Background: an optimization exercise with open tools, aiming at small area. Do not read the settings as production practice.
The RTL was checked by simulation tests, not by an equivalence proof against the original design.
Power figures rest on the tool's default switching activity, not on a simulated workload.

==> flow/design.v (excerpt) <==
module id_regfile_scoreboard #(
  parameter int XLEN  = 32,
  parameter int NREGS = 32,
  parameter int NRD   = 2,
  parameter int LAT_W = 3,
  localparam int AW   = $clog2(NREGS)
) (
  input  logic                clk,
  input  logic                reset,
  input  logic                id_valid,
  input  logic                flush,
  input  logic [NRD*AW-1:0]   rs_addr,
  input  logic [NRD-1:0]      rs_used,
  input  logic                rd_we,
  input  logic [AW-1:0]       rd_addr,
  input  logic [LAT_W-1:0]    rd_lat,
  input  logic                wb_we,
  input  logic [AW-1:0]       wb_addr,
  input  logic [XLEN-1:0]     wb_data,
  output logic [NRD*XLEN-1:0] rs_data,
  output logic                stall,
  output logic                issue,
  output logic [NREGS-1:0]    pending
);
  logic [XLEN-1:0]  r_regs [1:NREGS-1];
  logic [LAT_W-1:0] r_cnt  [1:NREGS-1];    
  logic             w_wb_en;
  logic [XLEN-1:0]  w_wdat;
  logic [LAT_W-1:0] w_ldat;
  logic [NREGS-1:0] w_wb_dec;
  logic [NREGS-1:0] w_wb_sel;
  logic [NREGS-1:0] w_rd_dec;
  logic [NREGS-1:0] w_rs_dec [NRD];
  logic [NREGS-2:0] w_rs_sel [NRD];
  logic [NREGS-2:0] w_rs_pnd [NRD];
  logic [NREGS-2:0] w_rd_sel;
  logic [NREGS-2:0] w_cnt_col [LAT_W];
  logic [NRD-1:0]   w_pnd;
  logic [NRD-1:0]   w_hit;
  logic             w_raw;
  logic             w_waw;
  logic             w_set;
  logic [LAT_W-1:0] w_rd_cnt;
  function automatic logic [2:0] f_enc(input logic [2:0] v);
    case (v)
      3'd0:    f_enc = 3'b101;
      3'd1:    f_enc = 3'b001;
      3'd2:    f_enc = 3'b011;
      3'd3:    f_enc = 3'b010;
      3'd4:    f_enc = 3'b110;
      3'd5:    f_enc = 3'b000;
      3'd6:    f_enc = 3'b111;
  ...
Settings: LEC_CHECK=0, CAP_MARGIN=15, CORE_MARGIN=2, CORE_UTILIZATION=55, SETUP_SLACK_MARGIN=0.1, SLEW_MARGIN=15, SYNTH_HIERARCHICAL=1, SYNTH_MINIMUM_KEEP_SIZE=0; clock period 6.0 ns.
standard.sh (not shown) runs the stock make flow with config.mk's settings and CLKGATE_MAP_FILE= SYNTH_SCRIPT=/design/flow/synth_recipe.tcl, a recipe that flattens the netlist after the stock synthesis.
==> flow/flow/run.sh <==
#!/bin/bash
# Standard layout with smaller port buffers, high-fanout drivers upsized
# before placement, and a clock tree of small buffers without dummy loads.
export BUFFER_PORTS_ARGS="-buffer_cell sky130_fd_sc_hd__buf_1"
export CTS_ARGS="-sink_clustering_enable -repair_clock_nets -dont_use_dummy_load -buf_list {sky130_fd_sc_hd__clkbuf_4} -root_buf sky130_fd_sc_hd__clkbuf_4 -sink_clustering_size 10 -sink_clustering_max_diameter 40"
export PRE_GLOBAL_PLACE_TCL="$PWD/flow/upsize.tcl"
bash standard.sh > standard.log 2>&1
==> flow/flow/upsize.tcl <==
# Before global placement: give each select, write-enable and write-data
# driver with a large fanout the strongest cell of its kind, so that the
# resizer does not split the net with buffers.
set upsize_map {
  sky130_fd_sc_hd__and3_1 sky130_fd_sc_hd__and3_4
  sky130_fd_sc_hd__and3_2 sky130_fd_sc_hd__and3_4
  sky130_fd_sc_hd__and2_1 sky130_fd_sc_hd__and2_4
  sky130_fd_sc_hd__or2_1  sky130_fd_sc_hd__or2_4
  sky130_fd_sc_hd__or2_2  sky130_fd_sc_hd__or2_4
}
set n_up 0
foreach inst [[ord::get_db_block] getInsts] {
  set master [[$inst getMaster] getName]
  if {![dict exists $upsize_map $master]} { continue }
  set out [$inst findITerm X]
  if {$out eq "NULL"} { continue }
  set net [$out getNet]
  if {$net eq "NULL"} { continue }
  if {[llength [$net getITerms]] < 17} { continue }
  replace_cell [$inst getName] [dict get $upsize_map $master]
  incr n_up
}
puts "upsize.tcl: upsized $n_up drivers"
The first run ran to the end with no violations.
Edit:
- CORE_UTILIZATION: 55 -> 62
After rerunning: The changed run produced a clean layout; worst hold slack got worse by 0.0044 ns; routed wire length falls by 4.1%; first-iteration DRC count grows by about 2.7%; global-route usage came out higher by 3.4 points; core utilization increases by 7.3 points; clock skew came out higher by 0.021 ns; setup slack gets worse by 0.049 ns.
Edit:
--- a/flow/flow/run.sh
+++ b/flow/flow/run.sh
@@ -2,2 +2,2 @@
-# Standard layout with smaller port buffers, high-fanout drivers upsized
-# before placement, and a clock tree of small buffers without dummy loads.
+# Standard layout with smaller port buffers and a clock tree of small
+# buffers without dummy loads.
@@ -6 +5,0 @@
-export PRE_GLOBAL_PLACE_TCL="$PWD/flow/upsize.tcl"
- CORE_UTILIZATION: 62 -> 55
removed: flow/flow/upsize.tcl
Worst setup slack degrades by 0.16 ns.
First-iteration DRC count came out lower by 4.6%.
Wire length came out higher by 3.5%.
Core utilization goes down by 6.8 points.
Sequential cell count is unchanged.
Non-clock buffer count rises by 99.
Clock power increases by about 2%.
Global-route usage shrinks by 3.6 points.
Total power went up by 0.41%.
Die area went up by 13%.
Edit:
--- a/flow/flow/run.sh
+++ b/flow/flow/run.sh
@@ -2,2 +2,2 @@
-# Standard layout with smaller port buffers and a clock tree of small
-# buffers without dummy loads.
+# Standard layout with smaller port buffers, high-fanout drivers upsized
+# before placement, and a clock tree of small buffers without dummy loads.
@@ -5,0 +6 @@
+export PRE_GLOBAL_PLACE_TCL="$PWD/flow/upsize.tcl"
==> flow/flow/upsize.tcl (new file) <==
# Before global placement: give each select, write-enable and write-data
# driver with a large fanout a stronger cell of its kind, so that the
# resizer does not split the net with buffers.
set upsize_map {
  sky130_fd_sc_hd__and3_1 sky130_fd_sc_hd__and3_2
  sky130_fd_sc_hd__and2_1 sky130_fd_sc_hd__and2_2
  sky130_fd_sc_hd__or2_1  sky130_fd_sc_hd__or2_2
}
set n_up 0
foreach inst [[ord::get_db_block] getInsts] {
  set master [[$inst getMaster] getName]
  if {![dict exists $upsize_map $master]} { continue }
  set out [$inst findITerm X]
  if {$out eq "NULL"} { continue }
  set net [$out getNet]
  if {$net eq "NULL"} { continue }
  if {[llength [$net getITerms]] < 17} { continue }
  replace_cell [$inst getName] [dict get $upsize_map $master]
  incr n_up
}
puts "upsize.tcl: upsized $n_up drivers"
- CORE_UTILIZATION: 55 -> 62
Via count climbs by about 1.8%; die area decreases by about 11%; global-route usage goes up by 3.7 points; register-to-register slack gains 0.40 ns; cell count falls by about 3%; design area shrinks by about 0.66%; count of clock-buffer cells in the layout shrinks by 3; synthesized cell count is unchanged; clock skew came out lower by 0.0038 ns; maximum frequency barely changes; non-clock buffer count went down by 22.
Edit:
--- a/flow/flow/run.sh
+++ b/flow/flow/run.sh
@@ -5 +5 @@
-export CTS_ARGS="-sink_clustering_enable -repair_clock_nets -dont_use_dummy_load -buf_list {sky130_fd_sc_hd__clkbuf_4} -root_buf sky130_fd_sc_hd__clkbuf_4 -sink_clustering_size 10 -sink_clustering_max_diameter 40"
+export CTS_ARGS="-sink_clustering_enable -repair_clock_nets -dont_use_dummy_load -buf_list {sky130_fd_sc_hd__clkbuf_4} -root_buf sky130_fd_sc_hd__clkbuf_4 -sink_clustering_size 11 -sink_clustering_max_diameter 40"
--- a/flow/flow/upsize.tcl
+++ b/flow/flow/upsize.tcl
@@ -2 +2 @@
-# driver with a large fanout a stronger cell of its kind, so that the
+# driver with a large fanout the strongest cell of its kind, so that the
@@ -5,3 +5,5 @@
-  sky130_fd_sc_hd__and3_1 sky130_fd_sc_hd__and3_2
-  sky130_fd_sc_hd__and2_1 sky130_fd_sc_hd__and2_2
-  sky130_fd_sc_hd__or2_1  sky130_fd_sc_hd__or2_2
+  sky130_fd_sc_hd__and3_1 sky130_fd_sc_hd__and3_4
+  sky130_fd_sc_hd__and3_2 sky130_fd_sc_hd__and3_4
+  sky130_fd_sc_hd__and2_1 sky130_fd_sc_hd__and2_4
+  sky130_fd_sc_hd__or2_1  sky130_fd_sc_hd__or2_4
+  sky130_fd_sc_hd__or2_2  sky130_fd_sc_hd__or2_4
- power is lower slightly
- clock power came out lower slightly
- die area stays the same
- register-to-register slack gets worse by 0.14 ns
- combinational power barely changes
- non-clock buffer count fell by 77

[afterwards: timing with drivers on the ports]
Ports are ideal in the flow. The routed layouts listed here were re-timed in OpenROAD. Step 1: set_driving_cell puts a clkbuf_16 on clk and a buf_2 on each other input, an assumption about the parent block. Step 2 moves the port delays by t, midway between the first and last clock arrival at a register: inputs arrive t later, outputs are due t later. That takes back most of the time a late clock gives input paths. a / b / c = no drivers / after step 1 / after step 2; a / b = the first two.
run | shift t [ns] | slack for setup (ns) | clock arrival spread, ns
the first run | 1.052 | 0.325 / 0.303 / 0.303 | 0.152 / 0.152
the second run | 1.087 | 0.276 / 0.257 / 0.257 | 0.174 / 0.174
the third run | 1.106 | 0.116 / 0.095 / 0.095 | 0.183 / 0.182
the fourth run | 1.058 | 0.126 / 0.102 / 0.102 | 0.136 / 0.137
the fifth run | 1.059 | 0.316 / 0.296 / 0.296 | 0.137 / 0.137
After both steps setup and hold are still met in every run listed. For the fourth run, which loses most, drivers alone change the setup slack by -0.024 ns; drivers and shift together by -0.024 ns.
